This is an optimization exercise on Yosys and OpenROAD, whose aim is small area and a short achievable clock period, not a production implementation. Function was checked by simulation only, so behaviour that the tests miss may differ from the original. No activity file was given, so power comes from the tool's default toggle rates.

==> flow/design.v (excerpt) <==
module fft_test_core #(
  localparam int IW = 12,
  localparam int OW = 19,
  localparam int AW = 43
) (
  input  logic                 aclk,
  input  logic                 aresetn,
  input  logic [IW-1:0]        input_data_ch1,
  output logic signed [OW-1:0] fft_real,
  output logic signed [OW-1:0] fft_imag,
  output logic [AW-1:0]        amp,
  output logic                 fft_out_valid
);
Size: ~9500 cells after synthesis, ~96 I/O pins, about 0.097 mm^2 of cells after synthesis.
export LEC_CHECK = 0
export ABC_AREA = 1
export CAP_MARGIN = 20
export CORE_MARGIN = 2
export CORE_UTILIZATION = 55
export SLEW_MARGIN = 20
export SYNTH_HIERARCHICAL = 1
export SYNTH_MINIMUM_KEEP_SIZE = 0
export TNS_END_PERCENT = 30
create_clock -name core_clock -period 16.0 [get_ports {aclk}]
standard.sh (not shown) runs the stock make flow with config.mk's settings and CLKGATE_MAP_FILE= SYNTH_SCRIPT=/design/flow/synth_recipe.tcl, a recipe that flattens the netlist after the stock synthesis.
==> flow/flow/run.sh <==
#!/bin/bash
# The standard ORFS layout, with repair_timing aiming for a larger setup slack
# (the clock and constraints stay the design's) and a clock tree without dummy loads.
# Make's full output goes to make.log.
set -euo pipefail
export CTS_ARGS="-sink_clustering_enable -repair_clock_nets -dont_use_dummy_load -sink_clustering_size 25 -sink_clustering_max_diameter 70"
bash standard.sh SETUP_SLACK_MARGIN=${MARGIN:-11.5} finish > make.log 2>&1
Rerun with:
--- a/flow/flow/run.sh
+++ b/flow/flow/run.sh
@@ -6,2 +6,2 @@
 export CTS_ARGS="-sink_clustering_enable -repair_clock_nets -dont_use_dummy_load -sink_clustering_size 25 -sink_clustering_max_diameter 70"
-bash standard.sh SETUP_SLACK_MARGIN=${MARGIN:-11.5} finish > make.log 2>&1
+bash standard.sh SETUP_SLACK_MARGIN=${MARGIN:-11.4} finish > make.log 2>&1
--- a/flow/config.mk
+++ b/flow/config.mk
@@ -14,2 +14 @@
 export SYNTH_MINIMUM_KEEP_SIZE = 0
-export TNS_END_PERCENT = 30
Area after synthesis is unchanged. Via count goes down by 0.46%. Global-route usage is lower by 0.11 points. Routed wire length goes down by 0.39%. Non-clock buffer count went down by 22. Power barely changes. Cell area came out lower by 0.67%. First-iteration DRC count drops by 1.7%.
Rerun with:
--- a/flow/flow/run.sh
+++ b/flow/flow/run.sh
@@ -6,2 +6,2 @@
 export CTS_ARGS="-sink_clustering_enable -repair_clock_nets -dont_use_dummy_load -sink_clustering_size 25 -sink_clustering_max_diameter 70"
-bash standard.sh SETUP_SLACK_MARGIN=${MARGIN:-11.4} finish > make.log 2>&1
+bash standard.sh SETUP_SLACK_MARGIN=${MARGIN:-11.65} finish > make.log 2>&1
--- a/flow/config.mk
+++ b/flow/config.mk
@@ -7,3 +7,2 @@
 export LEC_CHECK = 0
-export ABC_AREA = 1
 export CAP_MARGIN = 20
After rerunning: Power hardly moves. Die area increases by 1.8%. Design area increases by 5.8%. Maximum frequency decreases by about 0.46%. Global-route usage decreases by 1.6 points. Worst setup slack got worse by 0.021 ns. Area after synthesis increases by about 1.9%. Via count decreases by 1.0%. Utilization increases by 2.5 points.
Rerun with:
--- a/flow/flow/run.sh
+++ b/flow/flow/run.sh
@@ -6,2 +6,2 @@
 export CTS_ARGS="-sink_clustering_enable -repair_clock_nets -dont_use_dummy_load -sink_clustering_size 25 -sink_clustering_max_diameter 70"
-bash standard.sh SETUP_SLACK_MARGIN=${MARGIN:-11.65} finish > make.log 2>&1
+bash standard.sh SETUP_SLACK_MARGIN=${MARGIN:-11.5} finish > make.log 2>&1
Outcome: Final area decreases by about 2.3%; worst setup slack degrades by 0.022 ns; final cell count goes down by 1.1%; clock-buffer cell count is lower by 1; routed wire length came out lower by 0.64%; core utilization shrinks by 1.4 points; synthesized cell count is unchanged; die area does not change; total power stays flat; sequential share of layout area came out higher by 1.1 points.
Rerun with:
--- a/flow/config.mk
+++ b/flow/config.mk
@@ -7,2 +7,3 @@
 export LEC_CHECK = 0
+export ABC_AREA = 1
 export CAP_MARGIN = 20
@@ -10,2 +11,3 @@
 export CORE_UTILIZATION = 55
+export PLACE_DENSITY = 0.5
 export SLEW_MARGIN = 20
Register-to-register slack is better by 0.02 ns.
Flip-flop and latch count stays the same.
Routed wire length came out higher by about 3.5%.
Power barely changes.
Rerun with:
--- a/flow/flow/run.sh
+++ b/flow/flow/run.sh
@@ -5,3 +5,3 @@
 set -euo pipefail
-export CTS_ARGS="-sink_clustering_enable -repair_clock_nets -dont_use_dummy_load -sink_clustering_size 25 -sink_clustering_max_diameter 70"
+export CTS_ARGS="-sink_clustering_enable -repair_clock_nets -dont_use_dummy_load -sink_clustering_size 20 -sink_clustering_max_diameter 60"
 bash standard.sh SETUP_SLACK_MARGIN=${MARGIN:-11.5} finish > make.log 2>&1
--- a/flow/config.mk
+++ b/flow/config.mk
@@ -7,3 +7,2 @@
 export LEC_CHECK = 0
-export ABC_AREA = 1
 export CAP_MARGIN = 20
@@ -11,3 +10,2 @@
 export CORE_UTILIZATION = 55
-export PLACE_DENSITY = 0.5
 export SLEW_MARGIN = 20
Sequential share of layout area is lower by 1.8 points.
Total power climbs by a few percent.
First-iteration DRC count is lower by a few percent.

========
Starting RTL as in the previous note.
clock: 16.0 ns
lec_check: 0
cap_margin: 20
core_margin: 2
core_utilization: 50
slew_margin: 20
synth_hierarchical: 1
synth_minimum_keep_size: 0
==> flow/flow/run.sh <==
#!/bin/bash
# The standard ORFS layout, with repair_timing aiming for a larger setup slack
# (the clock and constraints stay the design's) and a clock tree without dummy loads.
# Make's full output goes to make.log.
set -euo pipefail
export CTS_ARGS="-sink_clustering_enable -repair_clock_nets -dont_use_dummy_load -sink_clustering_size 25 -sink_clustering_max_diameter 70"
bash standard.sh SETUP_SLACK_MARGIN=${MARGIN:-11.5} finish > make.log 2>&1
Rerun with:
- ABC_AREA: unset -> 1
- CORE_UTILIZATION: 50 -> 55
- TNS_END_PERCENT: unset -> 10
- The changed run went through all stages and came out clean
- worst hold slack stays flat
- worst setup slack loses 0.049 ns
- fmax fell by 1.1%
Rerun with:
- PLACE_DENSITY: unset -> 0.7
- TNS_END_PERCENT: 10 -> unset
Worst hold slack hardly moves.
Design area came out higher slightly.
Core utilization came out higher by 0.71 points.
First-iteration DRC count came out lower by roughly a tenth.

[afterwards: timing with drivers on the ports]
Ports are ideal in the flow. The routed layouts listed here were re-timed in OpenROAD.
Step 1, drivers: a clkbuf_16 drives aclk and a buf_2 each remaining input, both assumed.
Step 2, shift: input delay + t, output delay - t, t = (earliest + latest rising clock arrival at the registers) / 2. This alone moves slack from input paths to output paths.
Slacks: ideal ports / drivers / drivers and shift; pairs: ideal ports / drivers.
run | t, ns | slack for setup (ns) | worst hold slack (ns) | worst setup path after step 2 | worst slew at a driven data input, ns
the first run of note 1 | 0.884 | 11.413 / 11.331 / 11.299 | 0.267 / 0.267 / 0.267 | input, reset recovery | 0.03
the second run of note 1 | 0.880 | 11.452 / 11.358 / 11.309 | 0.267 / 0.267 / 0.267 | input, reset recovery | 0.03
the third run of note 1 | 0.858 | 11.432 / 11.350 / 11.447 | 0.291 / 0.291 / 0.291 | input, reset recovery | 0.06
the fourth run of note 1 | 0.883 | 11.410 / 11.322 / 11.527 | 0.269 / 0.269 / 0.269 | input, reset recovery | 0.07
the fifth run of note 1 | 0.892 | 11.408 / 11.317 / 11.397 | 0.287 / 0.287 / 0.287 | input, reset recovery | 0.05
the sixth run of note 1 | 0.883 | 11.408 / 11.314 / 11.519 | 0.266 / 0.266 / 0.266 | register to register | 0.07
the first run of note 2 | 0.863 | 11.460 / 11.376 / 11.426 | 0.268 / 0.268 / 0.268 | input, reset recovery | 0.08
the second run of note 2 | 0.881 | 11.412 / 11.331 / 11.322 | 0.267 / 0.267 / 0.267 | input, reset recovery | 0.03
the third run of note 2 | 0.894 | 11.431 / 11.343 / 11.450 | 0.269 / 0.269 / 0.269 | input, reset recovery | 0.08
After both steps setup and hold are still met in every run listed. The setup slack of the second run of note 1, which loses most, moves by -0.094 ns with the drivers and by -0.143 ns with both steps. The worst setup slack also covers recovery checks on asynchronous resets.
